Source: an optimization exercise on an open RTL-to-GDS flow (aim: small area). Production flows keep margins and buffers that such runs may drop. In this exercise RTL edits were held to simulation tests only and were not proved equivalent to the original. No activity file was given, so power comes from the tool's default toggle rates.

==> design/flow/design.v <==
package tft_pkg;
	typedef struct packed {
		logic [4:0] red;
		logic [5:0] green;
		logic [4:0] blue;
	} rgb565_t;
	typedef struct packed {
		logic [7:0] red;
		logic [7:0] green;
		logic [7:0] blue;
	} rgb888_t;
	typedef struct packed {
		logic pixel_stb;
		logic hblank;
		logic vblank;
	} tft_sync_t;
	typedef struct packed {
		rgb888_t rgb;
		logic    de;
	} tft_pixel_t;
	typedef struct packed {
		logic        req;
		logic [23:0] addr;
	} mem_req_t;
endpackage
`timescale 1ns/1ps
module ram_dual #(
	parameter int AW = 6
) (
	input  logic             clk,
	input  logic             n_reset,
	input  logic             wren,
	input  logic [AW-1:0]    wraddress,
	input  tft_pkg::rgb565_t data,
	input  logic [AW-1:0]    rdaddress,
	output tft_pkg::rgb565_t q
);
logic [15:0] mem [0:2**AW-1];
always_ff @(posedge clk) begin
	if (wren)
		mem[wraddress] <= data;
end
always_ff @(posedge clk, negedge n_reset) begin
	if (!n_reset)
		q <= '0;
	else
		q <= mem[rdaddress];
end
endmodule
`timescale 1ns/1ps
module fifo_sync #(
	parameter int AW = 6
) (
	input  logic          clk,
	input  logic          n_reset,
	input  logic          flush,
	input  logic          wrreq,
	input  logic          rdack,
	output logic [AW-1:0] head,
	output logic [AW-1:0] tail,
	output logic          empty,
	output logic          full,
	output logic          overrun
);
logic [AW:0] head_q;
logic [AW:0] tail_q;
assign head = head_q[AW-1:0];
assign tail = tail_q[AW-1:0];
assign empty = head_q == tail_q;
assign full  = (head_q[AW] != tail_q[AW]) && (head_q[AW-1:0] == tail_q[AW-1:0]);
always_ff @(posedge clk, negedge n_reset) begin
	if (!n_reset)
		head_q <= '0;
	else if (flush)
		head_q <= '0;
	else if (wrreq)
		head_q <= head_q + 1'b1;
end
always_ff @(posedge clk, negedge n_reset) begin
	if (!n_reset)
		tail_q <= '0;
	else if (flush)
		tail_q <= '0;
	else if (rdack)
		tail_q <= tail_q + 1'b1;
end
always_ff @(posedge clk, negedge n_reset) begin
	if (!n_reset)
		overrun <= 1'b0;
	else if (flush)
		overrun <= 1'b0;
	else if (wrreq && full)
		overrun <= 1'b1;
end
endmodule
`timescale 1ns/1ps
module tft_timing (
	input  logic               clk,
	input  logic               n_reset,
	output tft_pkg::tft_sync_t sync
);
localparam int H_TOTAL = 16 + 4;
localparam int V_TOTAL = 6 + 2;
localparam int DW = $clog2(8);
localparam int HW = $clog2(H_TOTAL);
localparam int VW = $clog2(V_TOTAL);
logic [DW-1:0] div_cnt;
logic          div_end;
logic [HW-1:0] h_cnt;
logic [HW-1:0] h_next;
logic [VW-1:0] v_cnt;
logic [VW-1:0] v_next;
logic          pixel_stb;
logic          hblank;
logic          vblank;
assign div_end = div_cnt == DW'(8 - 1);
always_comb begin
	h_next = h_cnt + 1'b1;
	v_next = v_cnt;
	if (h_cnt == HW'(H_TOTAL - 1)) begin
		h_next = '0;
		if (v_cnt == VW'(V_TOTAL - 1))
			v_next = '0;
		else
			v_next = v_cnt + 1'b1;
	end
end
always_ff @(posedge clk, negedge n_reset) begin
	if (!n_reset) begin
		div_cnt   <= '0;
		pixel_stb <= 1'b0;
	end else begin
		pixel_stb <= div_end;
		if (div_end)
			div_cnt <= '0;
		else
			div_cnt <= div_cnt + 1'b1;
	end
end
always_ff @(posedge clk, negedge n_reset) begin
	if (!n_reset) begin
		h_cnt  <= '0;
		v_cnt  <= VW'(6);
		hblank <= 1'b1;
		vblank <= 1'b1;
	end else if (div_end) begin
		h_cnt  <= h_next;
		v_cnt  <= v_next;
		hblank <= h_next < HW'(4);
		vblank <= v_next >= VW'(6);
	end
end
assign sync = {pixel_stb, hblank, vblank};
endmodule
`timescale 1ns/1ps
module tft_fetch (
	input  logic                clk,
	input  logic                n_reset,
	input  tft_pkg::tft_sync_t  sync,
	output tft_pkg::mem_req_t   mem,
	input  logic                rdy,
	input  logic                ifrdy,
	input  tft_pkg::rgb565_t    data,
	output tft_pkg::tft_pixel_t pixel,
	output logic                underrun
);
localparam int AW = 6;
localparam int LW = AW + 1;
localparam int REQ_LIMIT = 64 - 2 * 8;
localparam logic [23:0] FB_BASE = 24'hf00000;
logic             flush;
logic             req;
logic             accept;
logic             pop;
logic             rdack;
logic             empty;
logic             empty_d;
logic             avail;
logic             full;
logic [AW-1:0]    head;
logic [AW-1:0]    tail;
logic [LW-1:0]    level;
logic [19:0]      addr_ofs;
tft_pkg::rgb565_t fifo_q;
function automatic logic [23:0] expand(input logic [15:0] c);
	expand = {c[15:11], 3'b000, c[10:5], 2'b00, c[4:0], 3'b000};
endfunction
assign accept = req & rdy;
assign pop    = sync.pixel_stb & ~sync.hblank & ~sync.vblank;
assign avail = ~empty & ~empty_d;
assign rdack = pop & avail;
always_ff @(posedge clk, negedge n_reset) begin
	if (!n_reset) begin
		flush   <= 1'b1;
		empty_d <= 1'b1;
	end else begin
		flush   <= sync.vblank;
		empty_d <= empty;
	end
end
always_ff @(posedge clk, negedge n_reset) begin
	if (!n_reset)
		level <= '0;
	else if (flush)
		level <= '0;
	else
		level <= level + (accept ? LW'(8) : LW'(0)) - (rdack ? LW'(1) : LW'(0));
end
always_ff @(posedge clk, negedge n_reset) begin
	if (!n_reset)
		req <= 1'b0;
	else
		req <= ~flush & ~sync.vblank & (level < LW'(REQ_LIMIT));
end
always_ff @(posedge clk, negedge n_reset) begin
	if (!n_reset)
		addr_ofs <= '0;
	else if (flush)
		addr_ofs <= '0;
	else if (accept)
		addr_ofs <= addr_ofs + 20'(8);
end
assign mem = {req, FB_BASE[23:20], FB_BASE[19:0] + addr_ofs};
fifo_sync #(.AW(AW)) fifo_i (
	.clk     (clk),
	.n_reset (n_reset),
	.flush   (flush),
	.wrreq   (ifrdy),
	.rdack   (rdack),
	.head    (head),
	.tail    (tail),
	.empty   (empty),
	.full    (full),
	.overrun ()
);
ram_dual #(.AW(AW)) ram_i (
	.clk       (clk),
	.n_reset   (n_reset),
	.wren      (ifrdy),
	.wraddress (head),
	.data      (data),
	.rdaddress (tail),
	.q         (fifo_q)
);
always_ff @(posedge clk, negedge n_reset) begin
	if (!n_reset) begin
		pixel    <= '0;
		underrun <= 1'b0;
	end else begin
		underrun <= pop & ~avail;
		if (sync.pixel_stb) begin
			pixel.de  <= pop;
			pixel.rgb <= pop ? expand(fifo_q) : '0;
		end
	end
end
endmodule
`timescale 1ns/1ps
module tft_top (
	input  logic                clk,
	input  logic                n_reset,
	output tft_pkg::mem_req_t   mem,
	input  logic                rdy,
	input  logic                ifrdy,
	input  tft_pkg::rgb565_t    data,
	output tft_pkg::tft_pixel_t pixel,
	output tft_pkg::tft_sync_t  sync,
	output logic                underrun
);
tft_timing timing_i (
	.clk     (clk),
	.n_reset (n_reset),
	.sync    (sync)
);
tft_fetch fetch_i (
	.clk      (clk),
	.n_reset  (n_reset),
	.sync     (sync),
	.mem      (mem),
	.rdy      (rdy),
	.ifrdy    (ifrdy),
	.data     (data),
	.pixel    (pixel),
	.underrun (underrun)
);
endmodule
==> design/flow/run.sh <==
#!/bin/bash
# synth_recipe.tcl (not shown) runs the flow's synth.tcl, then flattens the netlist and writes it again
# the make line also repeats each setting of config.mk as NAME=value (left out here)
make -C /OpenROAD-flow-scripts/flow DESIGN_CONFIG=/design/flow/config.mk WORK_HOME=/design/flow/orfs CLKGATE_MAP_FILE= SYNTH_SCRIPT=/design/flow/synth_recipe.tcl finish
==> design/flow/config.mk <==
export PLATFORM = sky130hd
export DESIGN_NAME = tft_top
export DESIGN_NICKNAME = tft_top
export VERILOG_FILES = /design/flow/design.v
export SDC_FILE = /design/flow/constraint.sdc
export NUM_CORES = 4
export LEC_CHECK = 0
export CAP_MARGIN = 20
export CORE_MARGIN = 2
export CORE_UTILIZATION = 40
export SLEW_MARGIN = 20
==> design/flow/constraint.sdc <==
create_clock -name core_clock -period 10.0 [get_ports {clk}]
set_input_delay 2.0000 -clock core_clock [delete_from_list [all_inputs] [get_ports {clk}]]
set_output_delay 2.0000 -clock core_clock [all_outputs]
set_load 0.01 [all_outputs]
==> summary.txt <==
- Status: no timing/DRC/antenna violations
- Io pins: 74
- Crit Path Class: reg2reg
- Reg2reg start: fetch_i.fifo_i.tail_q[0]$_DFFE_PN0P_
- Global-route wire length before repair: around 150000 um
- Worst-margin pin slew: 1.13 ns
- Clock Latency Late Sink: 0.67 ns
- Iteration-0 DRC Markers: about 2200
- Worst R2R Path Depth: 6
- Largest net degree at the start of global routing: between 100 and 150
- TNS Setup: 0 ns
- Hold wc startpoint: fetch_i.level[6]$_DFF_PN0_
- Post-synth EDFFs: 1024
- Drt total wl: 101000 um
- PortBufs: 58
- Commonest cells after routing, fill and taps aside: 1024 x edfxtp_1, 200 x mux4_2, 112 x clkbuf_16
- Total number of vias: 21400
- Register bit total from synthesis: 1113
- Min cycle time layout: 4.13 ns
- Die Span X: 334 um
- Final net count: 2389
- Core Util, Final: 45.9%
- Synth area leaders: edfxtp_1 71%, mux4_2 10%, dfrtp_1 4.8%
- Rel. slew slack: 24.4%
- Mapped Area: ~0.043 mm^2
- Worst Setup SP: fetch_i.fifo_i.tail_q[0]$_DFFE_PN0P_
- Share of cells above drive strength 1: 21.8%
- Slowest CP cell: nor3_1
- Final Cycle Share: 41.3%
- Final HPWL DP: between 60000 and 70000 um
- # rows: 120
- CP Cell Sequence: buf_4, buf_4, nand2b_1, o22ai_1, nor3_1, or3_1
- VDD IR max: between 0.0002 and 0.00025 V
- DP Worst Slack: 5.41 ns
- Vias in the first global route: 21400
- Drt pass-1 iters: 7
- # clock sinks: 1113
- CP top delay family: simple AND/OR/NAND/NOR gates
- Most common flop cell mapped by yosys: edfxtp_1
- Final setup violation count: 0
- Commonest non-fill, non-tap cell in the layout: edfxtp_1
- Die area: 0.111 mm^2
- CTS Buffer Depth: 3
- Residual DRC: 0
- Async SR Flop Fraction: 8.00%
- Core Footprint: 0.107 mm^2
- Instance count on the critical path: 6
- Die Ht: roughly 330 um
- Worst EP required: 10.61 ns
- Clk slew on worst S/H paths: 0.06 ns
- Clock root buffer: clkbuf_16
- DP Area: 0.0457 mm^2
- Mean Syn Cell Area: approximately 20 um^2
- Leading area contributor after synthesis: edfxtp_1
- Cell count after synthesis: 2214
- Initial core utilization: 40.5%
- Worst path arrival time: approximately 4.7 ns
- GPL Wtd Cong: 0.835
- Final hold violations: 0
- Startpoint types: register
- Total CTS buffers: 110
- Post-route non-filler standard cell count: between 3000 and 4000
- Cell variety after synth: slightly below 60
- Cts repair resizes: 0
- Post-route cell area: 0.0493 mm^2
- Area Overhead vs Synth: 13.5%
- Number of vias per cell: 5.55
- Critical Path Max Stage Delay: 0.89 ns
- Final ANT Viol Nets: 0
- Per-cell routed wire length: 26.2 um
- Power per cell area: 238 mW/mm^2
- Ys Warns: 4
- Area share of the leading cell type in the synthesized netlist: 70.8%
- Pleak: 0.0165 uW
- CTS tree: built
- Crit path buffers/inverters: 2
- Max Cap Viol: 0
- Crit. End Element: register
- Hold Crit Depth: 1
- Post-CTS setup buffer count: 0
- H-tree depth: 3
- Hold Crit Class: reg2reg
- Fmax: roughly 240 MHz
- Max Slew Vio Count: 0
- Setup WS post-layout: approximately 6 ns
- Total grt overflow: 0
- GRT Total Usage: 18.1%
- Hold buffers post-CTS: 0
- Cells after DPL: approximately 3600
- Most frequent cell on the critical path: buf_4
- CP Max Fanout: between 40 and 50
- Sequential fraction of the synthesis area: 75.9%
- Clock Skews: roughly 0.021 ns
- RSZ-0062 raised after global routing: no
- Initial antenna violation count: 9
[Yosys cell counts (19+ instances only)]
| master | instances |
|---|---|
| a21oi_1 | 30 |
| buf_2 | 35 |
| buf_4 | 36 |
| clkbuf_1 | 55 |
| dfrtp_1 | 83 |
| edfxtp_1 | 1024 |
| inv_1 | 36 |
| mux2_2 | 27 |
| mux2i_1 | 109 |
| mux4_2 | 200 |
| nand2_1 | 56 |
| nand3_1 | 27 |
| nor2_1 | 110 |
| nor2b_1 | 22 |
| nor3_1 | 21 |
| o21ai_0 | 33 |
| o22ai_1 | 68 |
| xor2_1 | 19 |
[per-layer routing]
metal  GRT usage [%]  wire [um]  vias up
met5               0         70        -
met4            6.23       2860       10
met3            4.04       8050      167
met2            28.1      47200      791
met1            25.4      42700    11100
li1                -          -     9264
[final timing paths]
path / to / slack (ns)
setup / recovery: fetch_i.ram_i.q[6]$_DFF_PN0_ / 5.87
hold / removal: fetch_i.req$_DFF_PN0_ / 0.43
setup reg to reg: fetch_i.ram_i.q[6]$_DFF_PN0_ / 5.87
hold reg to reg: fetch_i.req$_DFF_PN0_ / 0.43
max in group asynchronous: fetch_i.fifo_i.tail_q[1]$_DFFE_PN0P_ / 7.81
min in group asynchronous: fetch_i.addr_ofs[13]$_DFFE_PN0N_ / 1.16
[area by class of cell]
| class | count | area, um^2 |
|---|---|---|
| clock buffer | 129 | 2870 |
| tap | 1403 | 1760 |
| antenna | 4 | 10.0 |
| clock inverter | 76 | 686 |
| inverter | 37 | 139 |
| fill | 8896 | 58000 |
| multi-input combinational | 936 | 9610 |
| timing repair buffer | 154 | 1250 |
| sequential | 1113 | 33000 |
[flip-flops by register name, summed over array words and instances, names as in the netlist]
signal	cells
timing_i.vblank	1
fetch_i.empty_d	1
timing_i.div_cnt	3
timing_i.v_cnt	3
timing_i.h_cnt	5
fetch_i.ram_i.q	16
fetch_i.pixel	17
timing_i.hblank	1
fetch_i.fifo_i.head_q	7
timing_i.pixel_stb	1
fetch_i.req	1
fetch_i.fifo_i.tail_q	7
fetch_i.level	7
fetch_i.ram_i.mem	1024
fetch_i.underrun	1
fetch_i.flush	1
fetch_i.addr_ofs	17
[per-stage QoR]
step | hold WS, ns | total power (uW)
3_3_place_gp | 0.415 | 7800
6_report | 0.426 | 11800
4_1_cts | 0.434 | 11900
3_5_place_dp | 0.427 | 7830
5_1_grt | 0.442 | 12200
2_1_floorplan | 0.377 | 7110
[cell families (layout without fill, tap and decap cells)]
group	Yosys count	count (layout)	share of synthesized area, %
XOR/XNOR	31	31	0.625
adder cells (fa/ha/maj)	17	17	0.507
AO/OA/AOI/OAI	240	240	3.86
flip-flops	1113	1113	75.9
AND/OR/NAND/NOR	294	294	3.22
multiplexers	339	339	13.7
buffers and inverters	178	396	2.14
other	2	19	0.0173
[power breakdown]
| group | switching [uW] | internal (uW) |
|---|---|---|
| clock network | 1720 | 2330 |
| registers | 200 | 5330 |
| logic | 1220 | 962 |
| total | 3140 | 8620 |

## what the ideal ports hide
How much do the figures lean on ideal ports? The routed layout below was timed once more, with nothing changed but the port constraints.
Step 1 sets driving cells, clkbuf_16 on the clock port and buf_2 on the other inputs (assumed; they add their load-dependent delay and slew).
Step 2 times the ports against the registers' clock, not the clock port: input delays grow and output delays shrink by t, the midpoint of the rising clock arrivals with the driver on.
Three values: ideal, step 1, step 2; two values: the first two.
shift t [ns]: 0.732
setup slack, ns: 5.872 / 5.872 / 5.188
hold slack, ns: 0.426 / 0.426 / 0.426
worst slew at a driven data input, ns: 0.11
After both steps setup and hold are still met in this run. For this run, drivers alone change the setup slack by 0.000 ns; drivers and shift together by -0.684 ns.
